From an optimization exercise on the open Yosys and OpenROAD flow, aimed at small area, a short achievable clock period and few clock cycles per item; shortcuts taken in it are not production practice. No functional check of the RTL was part of this run. Power is estimated from default activity; no workload was simulated.

File: flow/config.mk
export PLATFORM = sky130hd
export DESIGN_NAME = mdu_iter
export DESIGN_NICKNAME = mdu_iter
export VERILOG_FILES = /design/flow/design.v
export SDC_FILE = /design/flow/constraint.sdc
export NUM_CORES = 4
export LEC_CHECK = 0
export CAP_MARGIN = 20
export CORE_MARGIN = 2
export CORE_UTILIZATION = 40
export SETUP_SLACK_MARGIN = 0.3
export SLEW_MARGIN = 20
File: flow/constraint.sdc
create_clock -name core_clock -period 9.0 [get_ports {clk}]
set_input_delay 1.8000 -clock core_clock [delete_from_list [all_inputs] [get_ports {clk}]]
set_output_delay 1.8000 -clock core_clock [all_outputs]
set_load 0.01 [all_outputs]
File: flow/design.v
module mdu_iter #(
  parameter int XLEN = 64
) (
  input  logic            clk,
  input  logic            reset,
  input  logic            flush,
  input  logic            in_valid,
  output logic            in_ready,
  input  logic [2:0]      op,
  input  logic            word,
  input  logic [XLEN-1:0] srca,
  input  logic [XLEN-1:0] srcb,
  output logic            out_valid,
  input  logic            out_ready,
  output logic [XLEN-1:0] result,
  output logic            busy
);
  localparam int SW = 70;   
  typedef enum logic [2:0] {S_IDLE, S_PRE1, S_PRE2, S_ITER, S_POST} st_t;
  function automatic logic [6:0] clz64(input logic [63:0] x);
    logic [31:0] v1; logic [0:0] c1 [32];
    logic [15:0] v2; logic [1:0] c2 [16];
    logic [7:0]  v3; logic [2:0] c3 [8];
    logic [3:0]  v4; logic [3:0] c4 [4];
    logic [1:0]  v5; logic [4:0] c5 [2];
    logic        v6; logic [5:0] c6;
    for (int i = 0; i < 32; i++) begin
      v1[i] = x[2*i+1] | x[2*i];
      c1[i] = ~x[2*i+1];
    end
    for (int i = 0; i < 16; i++) begin
      v2[i] = v1[2*i+1] | v1[2*i];
      c2[i] = v1[2*i+1] ? {1'b0, c1[2*i+1]} : {1'b1, c1[2*i]};
    end
    for (int i = 0; i < 8; i++) begin
      v3[i] = v2[2*i+1] | v2[2*i];
      c3[i] = v2[2*i+1] ? {1'b0, c2[2*i+1]} : {1'b1, c2[2*i]};
    end
    for (int i = 0; i < 4; i++) begin
      v4[i] = v3[2*i+1] | v3[2*i];
      c4[i] = v3[2*i+1] ? {1'b0, c3[2*i+1]} : {1'b1, c3[2*i]};
    end
    for (int i = 0; i < 2; i++) begin
      v5[i] = v4[2*i+1] | v4[2*i];
      c5[i] = v4[2*i+1] ? {1'b0, c4[2*i+1]} : {1'b1, c4[2*i]};
    end
    v6 = v5[1] | v5[0];
    c6 = v5[1] ? {1'b0, c5[1]} : {1'b1, c5[0]};
    clz64 = v6 ? {1'b0, c6} : 7'd64;
  endfunction
  function automatic logic [2:0] booth(input logic b2, input logic b1, input logic b0);
    booth[0] = b1 ^ b0;                                   
    booth[1] = (b2 & ~b1 & ~b0) | (~b2 & b1 & b0);        
    booth[2] = b2 & ~(b1 & b0);                           
  endfunction
  st_t         state_q;
  logic        res_v_q;
  logic [65:0] m_q;
  logic [63:0] l_q;
  logic [65:0] rq_q;
  logic [6:0]  cnt_q;
  logic        f_mul_q, f_mulh_q, f_div_q, f_rem_q, f_word_q, f_asgn_q, f_munsg_q;
  logic        qneg_q, rneg_q, pb_q;
  logic        d_mulh, d_div, d_usgn_w, d_asgn, d_bsgn;
  logic [63:0] a_in, b_in;
  always_comb begin
    d_div    = op[2];
    d_mulh   = ~op[2] & (op[1:0] != 2'b00) & ~word;
    d_usgn_w = op[2] & op[0];                  
    d_asgn   = word ? ~d_usgn_w : ~((op == 3'd3) | d_usgn_w);
    d_bsgn   = word ? ~d_usgn_w : ~((op == 3'd2) | (op == 3'd3) | d_usgn_w);
    a_in     = word ? {{32{srca[31] & ~d_usgn_w}}, srca[31:0]} : srca;
    b_in     = word ? {{32{srcb[31] & ~d_usgn_w}}, srcb[31:0]} : srcb;
  end
  logic        a_neg, b_neg, bzero;
  logic [6:0]  za, zb;
  logic [7:0]  sh8;
  logic [3:0]  mq;             
  logic [5:0]  sh_amt;
  logic [65:0] shifted;
  assign a_neg = f_asgn_q & l_q[63];
  assign b_neg = m_q[65];
  assign za    = clz64(l_q ^ {64{a_neg}});
  assign zb    = clz64(m_q[63:0] ^ {64{b_neg}});
  assign bzero = (zb == 7'd64) & ~b_neg;
  assign sh8   = {1'b0, (zb == 7'd64) ? 7'd63 : zb} - {1'b0, za} + {7'd0, a_neg};
  assign mq    = 4'((zb - 7'd1) >> 2);
  assign sh_amt  = (state_q == S_PRE1) ? {mq, 2'b00} : cnt_q[5:0];
  assign shifted = m_q << sh_amt;
  logic [2:0]    bd1, bd0;
  logic [SW-1:0] xop, msx, sel1, sel0, pp1, pp0, csa_s, csa_c, sum;
  logic          xinv;
  logic          x_zero, x_acc4, x_h, x_l, x_post;
  logic          in_iter, in_pre1, in_post;
  assign in_iter = (state_q == S_ITER);
  assign in_pre1 = (state_q == S_PRE1);
  assign in_post = (state_q == S_POST);
  always_comb begin
    bd1 = 3'b000;
    bd0 = 3'b000;
    if (f_mul_q) begin
      bd1 = booth(l_q[63], l_q[62], l_q[61]);
      bd0 = booth(l_q[61], l_q[60], l_q[59]);
    end else if (f_mulh_q) begin
      if (in_post) begin
        bd0 = booth(1'b0, 1'b0, pb_q);
      end else begin
        bd1 = booth(l_q[3], l_q[2], l_q[1]);
        bd0 = booth(l_q[1], l_q[0], pb_q & ~in_pre1);
      end
    end else if (in_iter) begin
      bd0 = b_neg ? 3'b001 : 3'b101;
    end
    xinv = 1'b0;
    if (f_mul_q)
      xop = {rq_q[SW-5:0], 4'b0000};
    else if (f_mulh_q)
      xop = in_pre1 ? '0 : {{(SW-66){rq_q[65]}}, rq_q};
    else if (in_pre1) begin
      xop  = {{(SW-64){1'b0}}, l_q};
      xinv = a_neg;
    end else if (in_post) begin
      xop  = {{(SW-64){1'b0}}, f_rem_q ? l_q : rq_q[63:0]};
      xinv = f_rem_q ? rneg_q : qneg_q;
    end else
      xop = {{(SW-64){1'b0}}, l_q};
    msx  = {{(SW-66){m_q[65]}}, m_q};
    sel1 = bd1[0] ? msx : bd1[1] ? {msx[SW-2:0], 1'b0} : '0;
    sel0 = bd0[0] ? msx : bd0[1] ? {msx[SW-2:0], 1'b0} : '0;
    pp1  = {sel1[SW-3:0], 2'b00} ^ {SW{bd1[2]}};
    pp0  = sel0 ^ {SW{bd0[2]}};
    csa_s = (xop ^ {SW{xinv}}) ^ pp1 ^ pp0;
    csa_c = {((xop ^ {SW{xinv}}) & pp1 | (xop ^ {SW{xinv}}) & pp0 | pp1 & pp0), bd1[2]} ;
    sum   = csa_s + csa_c[SW-1:0] + {{(SW-1){1'b0}}, bd0[2] | xinv};
  end
  logic q_bit;
  assign q_bit = ~sum[SW-1];
  function automatic logic [63:0] wext(input logic [63:0] v, input logic w);
    wext = w ? {{32{v[31]}}, v[31:0]} : v;
  endfunction
  logic accept, stall, need_post, last;
  assign in_ready  = (state_q == S_IDLE);
  assign out_valid = res_v_q;
  assign busy      = res_v_q | (state_q != S_IDLE);
  assign result    = rq_q[63:0];
  assign accept    = in_valid & (state_q == S_IDLE) & ~flush;
  assign stall     = res_v_q;                  
  assign last      = (cnt_q == 7'd0);
  assign need_post = f_rem_q | qneg_q | f_word_q;
  st_t  state_d;
  logic done;
  always_comb begin
    state_d = state_q;
    done    = 1'b0;
    case (state_q)
      S_IDLE: if (accept) state_d = S_PRE1;
      S_PRE1: if (!stall) begin
        if (f_mul_q || f_mulh_q) state_d = S_ITER;
        else if (bzero || sh8[7]) begin
          if (f_rem_q) state_d = S_POST;
          else begin state_d = S_IDLE; done = 1'b1; end
        end else state_d = S_PRE2;
      end
      S_PRE2: if (!stall) state_d = S_ITER;
      S_ITER: if (!stall && last) begin
        if (f_div_q ? need_post : f_munsg_q) state_d = S_POST;
        else begin state_d = S_IDLE; done = 1'b1; end
      end
      S_POST: if (!stall) begin state_d = S_IDLE; done = 1'b1; end
      default: state_d = S_IDLE;
    endcase
  end
  always_ff @(posedge clk) begin
    if (!reset || flush) begin
      state_q <= S_IDLE;
      res_v_q <= 1'b0;
    end else begin
      state_q <= state_d;
      res_v_q <= done | (res_v_q & ~out_ready);
    end
  end
  always_ff @(posedge clk) begin
    if (accept) begin
      m_q       <= {{2{b_in[63] & d_bsgn}}, b_in};
      l_q       <= a_in;
      f_mul_q   <= ~op[2] & ~d_mulh;
      f_mulh_q  <= d_mulh;
      f_div_q   <= d_div;
      f_rem_q   <= op[2] & op[1];
      f_word_q  <= word;
      f_asgn_q  <= d_asgn;
      f_munsg_q <= d_mulh & (op[1:0] == 2'b11);
    end else if (!stall) begin
      case (state_q)
        S_PRE1: begin
          if (f_mul_q) begin
            l_q   <= shifted[63:0];
            m_q   <= {{2{l_q[63]}}, l_q};
            rq_q  <= '0;
            cnt_q <= 7'd15 - {3'd0, mq};
          end else if (f_mulh_q) begin
            rq_q  <= sum[69:4];
            l_q   <= {sum[3:0], l_q[63:4]};
            pb_q  <= l_q[3];
            cnt_q <= 7'd14;
          end else begin
            l_q    <= sum[63:0];
            rq_q   <= {66{bzero}};
            cnt_q  <= sh8[6:0];
            qneg_q <= (a_neg ^ b_neg) & ~bzero;
            rneg_q <= a_neg;
            pb_q   <= 1'b0;
          end
        end
        S_PRE2: m_q <= shifted;
        S_ITER: begin
          cnt_q <= cnt_q - 7'd1;
          if (f_mul_q) begin
            rq_q <= {2'b00, wext(sum[63:0], f_word_q)};
            l_q  <= {l_q[59:0], 4'b0000};
          end else if (f_mulh_q) begin
            rq_q <= sum[69:4];
            l_q  <= {sum[3:0], l_q[63:4]};
            pb_q <= l_q[3];
          end else begin
            rq_q <= {rq_q[64:0], q_bit};
            if (q_bit) l_q <= sum[63:0];
            m_q  <= {m_q[65], m_q[65:1]};
          end
        end
        S_POST: rq_q <= {2'b00, wext(sum[63:0], f_word_q)};
        default: ;
      endcase
    end
  end
endmodule
File: flow/run.sh
#!/bin/bash
# synth_recipe.tcl (not shown) runs the flow's synth.tcl, then flattens the netlist and writes it again
# the make line also repeats each setting of config.mk as NAME=value (left out here)
make -C /OpenROAD-flow-scripts/flow DESIGN_CONFIG=/design/flow/config.mk WORK_HOME=/design/flow/orfs CLKGATE_MAP_FILE= SYNTH_SCRIPT=/design/flow/synth_recipe.tcl finish
==> results_dict.tcl <==
set metrics [dict create \
    clk_path_buf_depth 3 \
    p_switching_mw 10.3 \
    area_growth_syn_to_layout_pct 8.89 \
    drive_above_1_share_pct 5.59 \
    p_leak_nw 14.2 \
    fp.dieW_um 294 \
    ys_seq_area_share_pct 19.3 \
    pin_count 204 \
    synth_top_area_share_pct 19.1 \
    startpoint_type "flip-flop" \
    crit_arrival_ps 8670 \
    syn_nets 4864 \
    fp.dieH_um 294 \
    crit_fanout 17 \
    period_minus_slack_ps 8300 \
    pre_cts_slack_ps 559 \
    p_sw_share_pct 61.1 \
    drv_cap 0 \
    grt_use_total_pct 36.7 \
    fill_cells 8598 \
    synth.most_common_cell "nand2_1" \
    grt_pass1_wl_um 235000 \
    setup_viol 0 \
    worstSetupEndpointType "flip-flop" \
    hold_ws_ps 665 \
    critical_path.cell_chain "or3b_4, and2_1, ha_1, nand2_1, a311oi_2, a21o_4, nand2_1, xnor2_1, fa_1, inv_1, fa_1, fa_1, a21o_1, a221oi_1, o21ai_0, a211o_1, a221o_1, a31o_2, a21oi_1, o21ai_1, a21oi_1, xor2_1, a22o_1, o21ai_0" \
    power_density_nw_per_um2 463 \
    hpwl_um 121000 \
    reg2reg_to "rq_q[52]" \
    crit_slowest_cell "fa_1" \
    p_comb_share_pct 80.6 \
    firstDrtPassIters 8 \
    wl_um 165000 \
    io_buffer_count 203 \
    tightest_slew_ps 1320 \
    critical_path_required_ps 9360 \
    ant_nets 0 \
    final_core_util_pct 43.8 \
    max_freq_mhz 120 \
    holdPathEnd "cnt_q[6]" \
    synth_ff_type "edfxtp_1" \
    synth_area_leaders "edfxtp_1, a21oi_1, mux2i_1" \
    viasPerCell 6.72 \
    hold_path.class "reg2reg" \
    cts-root-buf "clkbuf_16" \
    rrSetupSlack_ps 700 \
    rsz0062_at_grt "false" \
    p_seq_share_pct 12.2 \
    internal_power_mw 6.57 \
    drc 0 \
    tns_ps 0 \
    r2r_start "state_q[2]" \
    outcome "no timing/DRC/antenna violations" \
    cts.sinks 217 \
    num_rows 106 \
    rr_worst_depth 24 \
    fin_crit_sh_pct 92.3 \
    yosysWarnings 11 \
    cts_tree "yes" \
    synth.avg_cell_area_um2 7.34 \
    synthArstFlopShare_pct 0 \
    crit_type "reg2reg" \
    crit_path_max_incr_delay_ps 550 \
    path_clk_slew_ps 60 \
    syn_inst 4568 \
    vias 36800 \
    ys_top_cells_by_count "nand2_1, a21oi_1, clkbuf_1" \
    peakVddDrop_v 0.000283 \
    ys_types 110 \
    clock_latency_ps 630 \
    synth_edf_count 213 \
    drtIter0Drc 5781 \
    clock-skew-final_ps 19.8 \
    place.gp.congestion 1.04 \
    htree_levels 1 \
    finalHoldViolations 0 \
    p_clk_share_pct 7.1 \
    coreArea_um2 83300 \
    syn_area_um2 33500 \
    post_cts_buffers 0 \
    start_util_pct 40.3 \
    maxSlewViolCount 0 \
    area.sequential_um2 6480 \
    nets 4675 \
    wl_per_cell_um 30.1 \
    crit_top_cell "fa_1" \
    multi_input_area_um2 24300 \
    grt-ovfl-total 0 \
    hold_start "cnt_q[6]" \
    grt_pass1_vias 33500 \
    antenna_found_initial 9 \
    grt_max_degree 119 \
    die-area_um2 86100 \
    cts_made_buffers 30 \
    slew_headroom_pct 11.1 \
    setup_ws_ps 695 \
    min_path_cells 2 \
    ys_ff_latch 217 \
    yosysTopAreaCell "edfxtp_1" \
    cts_hold_buf 0 \
    fin_total_pwr_mw 16.9 \
]
## sequential cells by signal, summed over array words and instances, names as in the netlist, 3 cells and up
signal / count
m_q: 66
rq_q: 66
cnt_q: 7
state_q: 3
l_q: 64
## cell usage in the layout, fill, tap and decap left out, drive strengths merged, types with 77 or more instances in the layout
master,Yosys,routed
o21ai,333,333
xor2,95,95
nand2,654,654
nor3,77,77
a21oi,528,528
xnor2,185,185
edfxtp,213,213
nor2,322,322
inv,180,181
a21o,77,77
mux2i,249,249
clkdlybuf4s50,0,203
buf,166,90
ha,87,87
nand3,86,86
## stage by stage
| step | instances | instance area (um^2) |
|---|---|---|
| floorplan | 4568 | 33500 |
| global placement | 5427 | 35600 |
| detailed placement | 5427 | 35600 |
| CTS | 5477 | 36500 |
| global route | 5477 | 36500 |
| finish | 5479 | 36500 |
## layout make-up
class | instances | area share, %
Clock inverter | 8 | 0.189
Antenna cell | 2 | 0.0137
Multi-Input combinational cell | 3652 | 66.6
Tap cell | 1080 | 3.70
Sequential cell | 217 | 17.7
Clock buffer | 42 | 2.29
Timing Repair Buffer | 293 | 7.59
Inverter | 185 | 1.91
## layer usage
metal	GRT usage [%]	share of wire, %
met1	49.9	39
met3	8.72	13
met5	0	0.018
met2	53.7	42
met4	19.7	6.2
## kinds of logic after synthesis
logic type / share of synthesized area [%]
AO/OA/AOI/OAI: 30.1
AND/OR/NAND/NOR: 18.0
multiplexers: 8.81
flip-flops: 19.3
adder cells (fa/ha/maj): 7.55
buffers and inverters: 8.91
other: 0.0112
XOR/XNOR: 7.32
## worst max-delay path by stage
stage	start	to	depth (start not counted)
global placement	state_q[2]	rq_q[64]	25
global route	state_q[2]	l_q[48]	24
finish	state_q[2]	rq_q[52]	24
floorplan	state_q[0]	l_q[0]	29
detailed placement	state_q[2]	rq_q[64]	25
CTS	state_q[2]	rq_q[64]	25
## critical path, delay by kind of cell, from the launching register on
kind,cells,cell delay [ps]
compound gates,13,4300
xor+xnor,2,650
flops,1,450
fa+ha+maj,4,1740
buf+inv,1,60
simple gates,4,840
## power by group through the flow
stage	registers, mW	logic [mW]	clock network (mW)
final	2.06	13.6	1.20
after detailed placement	2.02	13.0	0
after CTS	2.01	13.1	1.20
after floorplan	1.55	8.77	0
after global placement	2.02	13.0	0
after global routing	2.05	14.5	1.24
## timing repair
item / 4_1_cts / 5_1_grt
setup endpoints to repair: 0 / 76
hold endpoints to repair: 0 / 0
resized for setup: 0 / 4

re-timing with driven ports:
No port has a modelled driver above. Below, the same layout with a new extraction and two added sets of constraints. Step 1 sets driving cells, clkbuf_16 on the clock port and buf_2 on the other inputs (assumed; they add their load-dependent delay and slew). Step 2 also shifts input and output timing later by t, the mid clock arrival at the registers, as if the neighbouring blocks saw the same clock. Slacks: ideal ports / drivers / drivers and shift; pairs: ideal ports / drivers.
shift t [ns]: 0.693
setup WS [ns]: 0.695 / 0.695 / 0.695
slew at the worst register clock pin (ns): 0.07 / 0.07
pins driven straight from the clock port: 1
After both steps setup and hold are still met in this run. The setup slack of this run moves by 0.000 ns with the drivers and by 0.000 ns with both steps.
